Background: an optimization exercise with open tools, aiming at small area, a short achievable clock period and few clock cycles per item. Do not read the settings as production practice.
Function not checked in this run: the RTL went through the layout flow alone.
Power figures rest on the tool's default switching activity, not on a simulated workload.

<file path="design/flow/run.sh">
#!/bin/bash
# synth_recipe.tcl (not shown) runs the flow's synth.tcl, then flattens the netlist and writes it again
# the make line also repeats each setting of config.mk as NAME=value (left out here)
make -C /OpenROAD-flow-scripts/flow DESIGN_CONFIG=/design/flow/config.mk WORK_HOME=/design/flow/orfs CLKGATE_MAP_FILE= SYNTH_SCRIPT=/design/flow/synth_recipe.tcl finish
</file>
<file path="design/flow/config.mk">
export PLATFORM = sky130hd
export DESIGN_NAME = bmp_stream_to_rgba_decoder
export DESIGN_NICKNAME = bmp_stream_to_rgba_decoder
export VERILOG_FILES = /design/flow/design.v
export SDC_FILE = /design/flow/constraint.sdc
export NUM_CORES = 4
export LEC_CHECK = 0
export ABC_CLOCK_PERIOD_IN_PS = 2500
export CAP_MARGIN = 20
export CORE_MARGIN = 2
export CORE_UTILIZATION = 60
export SETUP_SLACK_MARGIN = 3.5
export SLEW_MARGIN = 20
</file>
<file path="design/flow/constraint.sdc">
create_clock -name core_clock -period 6.0 [get_ports {aclk}]
set_input_delay 1.2000 -clock core_clock [delete_from_list [all_inputs] [get_ports {aclk}]]
set_output_delay 1.2000 -clock core_clock [all_outputs]
set_load 0.01 [all_outputs]
</file>
<file path="design/flow/design.v">
`default_nettype none
package bmpd_pkg;
    localparam logic [1:0] KIND_PIXEL  = 2'd0;
    localparam logic [1:0] KIND_HEADER = 2'd1;
    localparam logic [1:0] KIND_ERROR  = 2'd2;
    localparam logic [2:0] ERR_SIGNATURE = 3'd0;
    localparam logic [2:0] ERR_INFO_SIZE = 3'd1;
    localparam logic [2:0] ERR_FORMAT    = 3'd2;
    localparam logic [2:0] ERR_SIZE_ZERO = 3'd3;
    localparam logic [2:0] ERR_OFFSET    = 3'd4;
    localparam logic [2:0] ERR_TOO_LARGE = 3'd5;
    localparam logic [2:0] ERR_TRUNCATED = 3'd6;
endpackage
`default_nettype wire
`default_nettype none
module bmp_stream_to_rgba_decoder (
    input  wire logic           aclk,
    input  wire logic           aresetn,
    input  wire logic           s_tvalid,
    output logic                s_tready,
    input  wire logic [7:0]     s_tdata,
    input  wire logic           s_tlast,
    output logic                m_tvalid,
    input  wire logic           m_tready,
    output logic [87:0]         m_tdata,
    output logic [1:0]          m_tuser,
    output logic                m_tlast
);
    localparam int N  = 3;
    localparam logic [1:0] T_PIX  = 2'b00;    
    localparam logic [1:0] T_EOL  = 2'b01;    
    localparam logic [1:0] T_LAST = 2'b11;    
    localparam logic [1:0] T_INFO = 2'b10;    
    logic           ph_hdr, ph_skip, ph_pix, ph_pad, ph_ign;
    logic [5:0]     pos;         
    logic [18:0]    off_hi;      
    logic [12:0]    w;
    logic [12:0]    h;           
    logic [12:0]    rows;        
    logic           hz, ho;      
    logic           sig_ok, info_ok, fmt_ok, wide;
    logic           eol_f;       
    logic           last_f;      
    logic           has_pad;     
    logic           w_sz;        
    logic           w_big;       
    logic           h_sz;        
    logic           h_big;       
    logic           off_lt;      
    logic           off_eq;      
    logic [12:0]    col;         
    logic [31:0]    q_data [0:N-1];
    logic [1:0]     q_tag  [0:N-1];
    logic [N-1:0]   wr_sel, rd_sel;
    logic [N-1:0]   occ;         
    logic           full, nonempty;
    assign full     = occ[N-1];
    assign nonempty = occ[0];
    logic           o_valid;
    logic [1:0]     o_kind;
    logic           o_last;
    logic [2:0]     o_err;
    logic [11:0]    o_x, o_y;
    logic [7:0]     o_r, o_g, o_b, o_a;
    logic           o_eol;
    logic acc, push, pop;
    logic hold;
    assign hold     = ph_hdr && (pos == 6'd18) && (nonempty || o_valid);
    assign s_tready = !full && !hold;
    assign acc      = s_tvalid && s_tready;
    assign pop      = nonempty && (!o_valid || m_tready);
    logic [1:0]  bip;
    logic [31:0] off;
    assign bip = pos[1:0];
    assign off = {off_hi, col};
    logic        v_bad, hdr_bad;
    logic [2:0]  v_code, hdr_code;
    always_comb begin
        v_bad  = 1'b1;
        v_code = bmpd_pkg::ERR_SIGNATURE;
        if (!sig_ok)              v_code = bmpd_pkg::ERR_SIGNATURE;
        else if (!info_ok)        v_code = bmpd_pkg::ERR_INFO_SIZE;
        else if (!fmt_ok)         v_code = bmpd_pkg::ERR_FORMAT;
        else if (w_sz || h_sz)    v_code = bmpd_pkg::ERR_SIZE_ZERO;
        else if (off_lt)          v_code = bmpd_pkg::ERR_OFFSET;
        else if (w_big || h_big)  v_code = bmpd_pkg::ERR_TOO_LARGE;
        else                      v_bad  = 1'b0;
    end
    always_ff @(posedge aclk) begin
        hdr_bad  <= v_bad;
        hdr_code <= v_code;
    end
    logic hdr_end, pix_end, row_eol, row_last, pad_end, row_end, ends_ok, trunc;
    assign hdr_end  = ph_hdr && (pos == 6'd53);
    assign pix_end  = ph_pix && (bip == (wide ? 2'd3 : 2'd2));
    assign row_eol  = eol_f;
    assign row_last = last_f;
    assign pad_end  = ph_pad && ((w[1:0] == 2'd1 && bip == 2'd0) || (w[1:0] == 2'd2 && bip == 2'd1)
                                 || (w[1:0] == 2'd3 && bip == 2'd2));
    assign row_end  = (pix_end && row_eol && !has_pad) || pad_end;
    assign ends_ok  = ph_ign || (hdr_end && hdr_bad) || (row_end && row_last);
    assign trunc    = s_tlast && !ends_ok;
    assign push     = acc && (hdr_end || pix_end || trunc);
    logic w_is1;
    assign w_is1 = (w == 13'd1);
    logic [12:0] col_dec;
    assign col_dec = col - 13'd1;
    always_ff @(posedge aclk) begin
        if (!aresetn) begin
            ph_hdr  <= 1'b1;
            ph_skip <= 1'b0;
            ph_pix  <= 1'b0;
            ph_pad  <= 1'b0;
            ph_ign  <= 1'b0;
            pos     <= '0;
        end else if (acc) begin
            if (ph_hdr) begin
                pos <= pos + 6'd1;
                case (pos)
                    6'd0:  sig_ok <= (s_tdata == 8'h42);
                    6'd1:  sig_ok <= sig_ok && (s_tdata == 8'h4D);
                    6'd10: begin
                        col[7:0] <= s_tdata;
                        off_lt   <= (s_tdata[7:6] != '0);
                    end
                    6'd11: begin
                        col[12:8]   <= s_tdata[4:0];
                        off_hi[2:0] <= s_tdata[7:5];
                        off_lt      <= off_lt || (s_tdata != 8'd0);
                    end
                    6'd12: begin
                        off_hi[10:3] <= s_tdata;
                        off_lt       <= off_lt || (s_tdata != 8'd0);
                    end
                    6'd13: begin
                        off_hi[18:11] <= s_tdata;
                        off_lt        <= off_lt || (s_tdata != 8'd0);
                    end
                    6'd14: begin
                        info_ok <= (s_tdata >= 8'd40);
                        off_lt  <= !off_lt && (col[5:0] < 6'd54);
                        off_eq  <= !off_lt && (col[5:0] == 6'd54);
                    end
                    6'd15, 6'd16, 6'd17: info_ok <= info_ok || (s_tdata != 8'd0);
                    6'd18: begin
                        w[7:0] <= s_tdata;
                        w_sz   <= (s_tdata != 8'd0);
                    end
                    6'd19: begin
                        w[12:8] <= s_tdata[4:0];
                        w_sz    <= w_sz || (s_tdata != 8'd0);
                        w_big   <= (s_tdata[7:5] != '0)
                                   || (s_tdata[4] && (s_tdata[3:0] != '0 || w[7:0] != '0));
                    end
                    6'd20: begin
                        w_sz  <= w_sz || (s_tdata != 8'd0);
                        w_big <= w_big || (s_tdata != 8'd0);
                    end
                    6'd21: begin
                        w_sz  <= s_tdata[7] || !(w_sz || s_tdata != 8'd0);
                        w_big <= w_big || (s_tdata[6:0] != '0);
                    end
                    6'd22: begin
                        h[7:0] <= s_tdata;
                        h_sz   <= (s_tdata != 8'd0);
                    end
                    6'd23: begin
                        h[12:8] <= s_tdata[4:0];
                        hz      <= (s_tdata[7:5] == 3'b000);
                        ho      <= (s_tdata[7:5] == 3'b111);
                        h_sz    <= h_sz || (s_tdata != 8'd0);
                        h_big   <= s_tdata[4] && (s_tdata[3:0] != '0 || h[7:0] != '0);
                    end
                    6'd24: begin
                        hz   <= hz && (s_tdata == 8'h00);
                        ho   <= ho && (s_tdata == 8'hFF);
                        h_sz <= h_sz || (s_tdata != 8'd0);
                    end
                    6'd25: begin
                        hz    <= hz && (s_tdata == 8'h00);
                        ho    <= ho && (s_tdata == 8'hFF);
                        h_sz  <= !(h_sz || s_tdata != 8'd0);
                        h_big <= (ho && s_tdata == 8'hFF) ? !h[12]
                               : (hz && s_tdata == 8'h00) ? h_big : 1'b1;
                    end
                    6'd26: begin
                        fmt_ok <= (s_tdata == 8'd1);
                        h      <= ho ? 13'd0 - h : h;
                    end
                    6'd28: begin
                        fmt_ok <= fmt_ok && (s_tdata == 8'd24 || s_tdata == 8'd32);
                        wide   <= (s_tdata == 8'd32);
                    end
                    6'd29: begin
                        fmt_ok <= fmt_ok && (s_tdata == 8'd0);
                        wide   <= wide && (s_tdata == 8'd0);
                    end
                    6'd27: begin
                        fmt_ok <= fmt_ok && (s_tdata == 8'd0);
                        rows   <= h;
                        last_f <= (h == 13'd1);
                    end
                    6'd30: begin
                        fmt_ok  <= fmt_ok && (s_tdata == 8'd0);
                        has_pad <= !wide && (w[1:0] != 2'd0);
                    end
                    6'd31, 6'd32, 6'd33:
                        fmt_ok <= fmt_ok && (s_tdata == 8'd0);
                    6'd53: begin
                        ph_hdr <= 1'b0;
                        pos    <= '0;
                        if (hdr_bad) begin
                            ph_ign <= 1'b1;
                        end else begin
                            if (off_eq) begin
                                col    <= w;
                                eol_f  <= w_is1;
                                ph_pix <= 1'b1;
                            end else begin
                                ph_skip <= 1'b1;
                            end
                        end
                    end
                    default: ;
                endcase
            end
            if (ph_skip) begin
                if (off == 32'd55) begin
                    col     <= w;
                    eol_f   <= w_is1;
                    ph_skip <= 1'b0;
                    ph_pix  <= 1'b1;
                end else begin
                    col    <= col_dec;
                    if (col == '0) off_hi <= off_hi - 19'd1;
                end
            end
            if (ph_pix) begin
                if (pix_end) begin
                    pos[1:0] <= '0;
                    col      <= row_eol ? w : col_dec;
                    eol_f    <= row_eol ? w_is1 : (col == 13'd2);
                    if (row_eol && has_pad) begin
                        ph_pix <= 1'b0;
                        ph_pad <= 1'b1;
                    end
                end else begin
                    pos[1:0] <= bip + 2'd1;
                end
            end
            if (ph_pad) begin
                if (pad_end) begin
                    pos[1:0] <= '0;
                    ph_pad   <= 1'b0;
                    ph_pix   <= 1'b1;
                end else begin
                    pos[1:0] <= bip + 2'd1;
                end
            end
            if (row_end) begin
                rows   <= rows - 13'd1;
                last_f <= (rows == 13'd2);
                if (row_last) begin
                    ph_pix <= 1'b0;
                    ph_pad <= 1'b0;
                    ph_ign <= 1'b1;
                end
            end
            if (s_tlast) begin
                ph_hdr  <= 1'b1;
                ph_skip <= 1'b0;
                ph_pix  <= 1'b0;
                ph_pad  <= 1'b0;
                ph_ign  <= 1'b0;
                pos     <= '0;
            end
        end
    end
    logic [1:0] p_tag;
    always_comb begin
        if (trunc || hdr_end)            p_tag = T_INFO;
        else if (row_eol && row_last)    p_tag = T_LAST;
        else if (row_eol)                p_tag = T_EOL;
        else                             p_tag = T_PIX;
    end
    logic [3:0] lane_we;
    logic       fill_a, err_w;
    logic [2:0] err_code;
    always_comb begin
        lane_we = '0;
        if (ph_pix) lane_we[bip] = 1'b1;
    end
    assign fill_a   = ph_pix && !wide && (bip == 2'd2);
    assign err_w    = (hdr_end && hdr_bad) || (acc && trunc);
    assign err_code = (hdr_end && hdr_bad) ? hdr_code : bmpd_pkg::ERR_TRUNCATED;
    always_ff @(posedge aclk) begin
        for (int i = 0; i < N; i++) begin
            if (!full && wr_sel[i]) begin
                if (lane_we[0]) q_data[i][7:0]   <= s_tdata;
                if (lane_we[1]) q_data[i][15:8]  <= s_tdata;
                if (lane_we[2]) q_data[i][23:16] <= s_tdata;
                if (lane_we[3] || fill_a) q_data[i][31:24] <= s_tdata | {8{fill_a}};
                if (err_w) q_data[i][2:0] <= err_code;
                if (err_w || hdr_end) q_data[i][15] <= err_w;
                if (push) begin
                    q_tag[i] <= p_tag;
                end
            end
        end
    end
    always_ff @(posedge aclk) begin
        if (!aresetn) begin
            wr_sel <= N'(1);
            rd_sel <= N'(1);
            occ    <= '0;
        end else begin
            if (push) wr_sel <= {wr_sel[N-2:0], wr_sel[N-1]};
            if (pop)  rd_sel <= {rd_sel[N-2:0], rd_sel[N-1]};
            if (push && !pop)      occ <= {occ[N-2:0], 1'b1};
            else if (pop && !push) occ <= {1'b0, occ[N-1:1]};
        end
    end
    logic [31:0] hd_data;
    logic [1:0]  hd_tag;
    always_comb begin
        hd_data = '0;
        hd_tag  = '0;
        for (int i = 0; i < N; i++) begin
            hd_data = hd_data | (q_data[i] & {32{rd_sel[i]}});
            hd_tag  = hd_tag  | (q_tag[i]  & {2{rd_sel[i]}});
        end
    end
    logic        first, hd_pix;
    logic [11:0] y_base;
    assign first  = (o_kind == bmpd_pkg::KIND_HEADER);
    assign hd_pix = (hd_tag != T_INFO);
    assign y_base = first ? (!ho ? h[11:0] : 12'hFFF) : o_y;
    always_ff @(posedge aclk) begin
        if (!aresetn) begin
            o_valid <= 1'b0;
        end else if (pop) begin
            o_valid <= 1'b1;
        end else if (m_tready) begin
            o_valid <= 1'b0;
        end
        if (pop) begin
            o_eol  <= hd_tag[0];
            o_last <= 1'b0;
            o_err  <= '0;
            o_r    <= '0;
            o_g    <= '0;
            o_b    <= '0;
            o_a    <= '0;
            if (hd_pix) begin
                o_kind <= bmpd_pkg::KIND_PIXEL;
                o_last <= hd_tag[1];
                o_r    <= hd_data[23:16];
                o_g    <= hd_data[15:8];
                o_b    <= hd_data[7:0];
                o_a    <= hd_data[31:24];
                if (first || o_eol) begin
                    o_x <= '0;
                    o_y <= !ho ? y_base - 12'd1 : y_base + 12'd1;
                end else begin
                    o_x <= o_x + 12'd1;
                end
            end else if (!hd_data[15]) begin
                o_kind <= bmpd_pkg::KIND_HEADER;
                o_x    <= '0;
                o_y    <= '0;
            end else begin
                o_kind <= bmpd_pkg::KIND_ERROR;
                o_err  <= hd_data[2:0];
                o_x    <= '0;
                o_y    <= '0;
            end
        end
    end
    assign m_tvalid = o_valid;
    assign m_tuser  = o_kind;
    assign m_tlast  = o_last;
    logic [12:0] show_w, show_h;
    assign show_w   = o_kind[1] ? 13'd0 : w;
    assign show_h   = o_kind[1] ? 13'd0 : h;
    assign m_tdata  = {3'd0, o_a, o_b, o_g, o_r, o_y, o_x, show_h, show_w, o_err};
endmodule
`default_nettype wire
</file>
==> key figures <==
Global route
  – Gr usage total: 0.312
  – GRT overflow: 0
  – First-pass GRT wire length: 59.0 mm
  – Vias in the first global route: 10777
  – Initial antenna violation count: 0
  – Largest net degree at the start of global routing: 46

Die
  – Core area: 22700 µm²
  – Die Span Y: 156 µm
  – Die area: 24400 µm²
  – Horiz. Die Dim: 156 µm
  – Ports: 106
  – Initial Utilization: 0.612
  – Cell row count: 55

Routing
  – DRC errors left: 0
  – Pre-antenna DRT Iters: 6
  – Routed Wire Length: 39.9 mm
  – Avg Vias per Cell: 6.41
  – Routed wirelength normalized by instance count: 22.3 µm
  – Initial DRC Count: 1242
  – Vias: 11468
  – Post-DRT Antenna Nets: 0

Synthesis
  – Post-synthesis register bit count: 276
  – Cell area after synthesis: 13900 µm²
  – Number of enable flip-flop cells after synthesis: 251
  – Synth warn: 3
  – Seq/Total Area, Yosys: 0.579
  – Post-synth cell types: 83
  – Post-synth top area share: 0.543
  – Area leader, netlist: edfxtp_1
  – Synthesized instance count: 1263
  – Ys async rst share: 0
  – Synth Flop Type: edfxtp_1
  – Average size of a mapped cell: 11.0 µm²
  – Synth top area cells: edfxtp_1, nor2_1, dfxtp_1, nand2_1, a222oi_1

Pwr
  – Switching power: 1.21 mW
  – Sequential share of power: 0.469
  – Combinational Power Share: 0.157
  – Pwr dens: 266 nW/µm²
  – Pwr Total: 4.77 mW
  – Static leakage: 6.63 nW
  – Net Sw Frac: 0.254
  – Clk pwr share: 0.375
  – Internal: 3.56 mW
  – Worst vdd ir: 0.289 mV

Finish
  – Final #Nets: 1521
  – Share of layout cells above drive strength 1: 0.244
  – Final Cell Area: 18000 µm²
  – Highest-count cells in the layout ignoring fill and taps: edfxtp_1, nor2_1, buf_4, nand2_1, dlygate4sd2_1
  – Non-Filler Instances: 1789
  – # diodes: 0
  – Area Growth Syn to Fin: 29.3%
  – Commonest non-fill, non-tap cell in the layout: edfxtp_1

CTS
  – CTS tree: built
  – Inserted Clock Buffers: 29
  – CTS sink cnt: 276
  – Maximum clock insertion buffer count: 3
  – Clock transition at the registers of the reported paths: 0.06 ns
  – Hold_buf cts: 0
  – CTS H-tree depth: 1
  – Clock Latency Late Sink: 0.57 ns
  – Clock Root Buffer: clkbuf_16

Place
  – Post-DP Area: 15300 µm²
  – DP Wirelength: 23.9 mm
  – GP Congestion: 0.920
  – Placed cell count: 1598
  – IO buf count: 102

Timing
  – Slew Limit Fails: 0
  – Fin. Hold Viols: 0
  – Final Setup Violations: 0
  – Clock Skews: 0.0151 ns
  – Fmax: 0.340 GHz
  – Slew @ Worst Pin: 0.863 ns
  – Final setup TNS: 0 ns
  – Fin crit share: 0.490
  – Unrepaired setup endpoints after global routing: yes
  – Rel. slew slack: 0.425
  – Final critical-path required period: 2.94 ns

Hold path
  – HP Start: wr_sel[2]
  – Worst hold path class: flop to flop

Setup path
  – Crit-path max FO: 3
  – Crit path max-delay family: simple AND/OR/NAND/NOR gates
  – Crit. Startpoint: pos[0]
  – Slowest cell on crit path: dfxtp_4
  – WP buf/inv: 2
  – Max stage delay on crit path: 0.35 ns
  – Crit path capture type: output pin
  – WS Path Type: flop to output pin
  – Required @ worst endpoint: 4.80 ns
  – Startpoint class of the critical path: flop
  – Worst Path Arrival: 1.74 ns
  – Cell Chain, Critical Path: inv_4, ha_4, nand3b_1, nor3_2, nor2_2, buf_2
  – Worst reg2reg path startpoint: o_kind[1]

Run status
  – Status: complete, no violations

Flow run
  – Max-Cap Viols: 0
==> cells by family after synthesis <==
| family | count (synthesis) | share of synthesized area |
|---|---|---|
| compound gates | 258 | 0.133 |
| xor+xnor | 49 | 0.0309 |
| fa+ha+maj | 27 | 0.0249 |
| buf+inv | 105 | 0.0330 |
| flops | 276 | 0.579 |
| mux | 14 | 0.0104 |
| other cells | 1 | 0.000270 |
| simple gates | 533 | 0.189 |
==> through the flow <==
stage | hold slack, ns | util | setup WS, ns
finish | 0.507 | 0.791 | 3.06
global route | 0.551 | 0.791 | 2.98
CTS | 0.498 | 0.755 | 3.07
detailed placement | 0.500 | 0.673 | 2.23
global placement | 0.483 | 0.673 | 2.24
floorplan | 0.455 | - | 3.15
==> power groups by stage <==
stage / registers [mW] / clock network, mW / logic, mW
after floorplan: 2.30 / 0 / 0.336
final: 2.24 / 1.79 / 0.748
after CTS: 2.24 / 1.80 / 0.668
after global routing: 2.24 / 1.88 / 0.802
after global placement: 2.28 / 0 / 0.596
after detailed placement: 2.29 / 0 / 0.606
==> final timing paths <==
check                                  to  slack [ns]  cells after the start
worst max-delay path             s_tready        3.06                      6
worst min-delay path            wr_sel[2]        0.51                      2
worst max register to register     o_y[8]        3.07                     11
worst min register to register  wr_sel[2]        0.51                      2
==> timing repair <==
action                     in CTS  in global routing
setup endpoints to repair     357                173
hold endpoints to repair        0                  0
setup buffers                  71                 57
cloned                          5                  4
gates resized for setup       284                 83
pin swaps                      29                 35
==> layout make-up <==
cell class	instances	area, µm²
Timing Repair Buffer	250	2280
Fill cell	1436	4740
Clock buffer	46	870
Clock inverter	8	76.3
Sequential cell	276	8060
Inverter	37	153
Tap cell	285	357
Multi-Input combinational cell	887	6170
==> worst register-to-register path: stages (launching register included) <==
cell and delay (ns):
edfxtp_1 0.41, buf_6 0.16, buf_16 0.13, or4b_4 0.51, o21a_1 0.15, fa_2 0.36
a21o_1 0.19, a21oi_2 0.16, o221ai_2 0.12, a21o_1 0.24, a21oi_2 0.16, mux2i_1 0.20
==> registers in the layout, summed over array words and instances (netlist names), 6 cells and up <==
signal  count
rows       13
pos         6
col        13
o_y        12
q_tag       6
o_g         8
o_r         8
q_data     96
h          13
o_b         8
o_x        12
o_a         8
off_hi     19
w          13
==> synth_stat cells, types with 5 or more instances <==
master,n
inv_1,37
nand4_1,10
a211oi_1,6
nor4_1,18
clkbuf_1,55
nand2_1,107
dfxtp_1,25
and2_1,21
a21o_1,6
or3_1,9
edfxtp_1,251
o31ai_1,7
nor2_1,176
nor3b_1,6
nand3_1,37
mux2i_1,11
a222oi_1,34
ha_1,26
xor2_1,27
nor3_1,37
a22oi_1,9
nand2b_1,22
or4_1,5
or2_2,7
nor2b_1,35
xnor2_1,22
nand3b_1,7
a221o_1,15
o21a_1,6
o21ai_0,64
a21boi_0,5
a21oi_1,46
a31oi_1,11
and3_1,14
==> layer usage <==
metal | up-vias | GRT usage | wire (µm)
met5 | - | 0 | 0
met4 | 0 | 0.122 | 1540
met3 | 124 | 0.0483 | 3620
met2 | 670 | 0.507 | 19000
met1 | 5492 | 0.427 | 15700
li1 | 5182 | - | -

-- what the ideal ports hide --
How much do the figures lean on ideal ports? The routed layout below was timed once more, with nothing changed but the port constraints. Step 1, drivers: a clkbuf_16 drives aclk and a buf_2 each remaining input, both assumed. Step 2 also shifts input and output timing later by t, the mid clock arrival at the registers, as if the neighbouring blocks saw the same clock. Three values: no drivers, after step 1, after step 2; two values: the first two.
t (ns): 0.611
slack for setup (ns): 3.061 / 3.011 / 2.922
hold slack, ns: 0.507 / 0.507 / 0.507
worst data-port slew with drivers (ns): 0.06
cell pins on the clock port's net: 1
After both steps setup and hold are still met in this run. For this run, drivers alone change the setup slack by -0.050 ns; drivers and shift together by -0.139 ns.
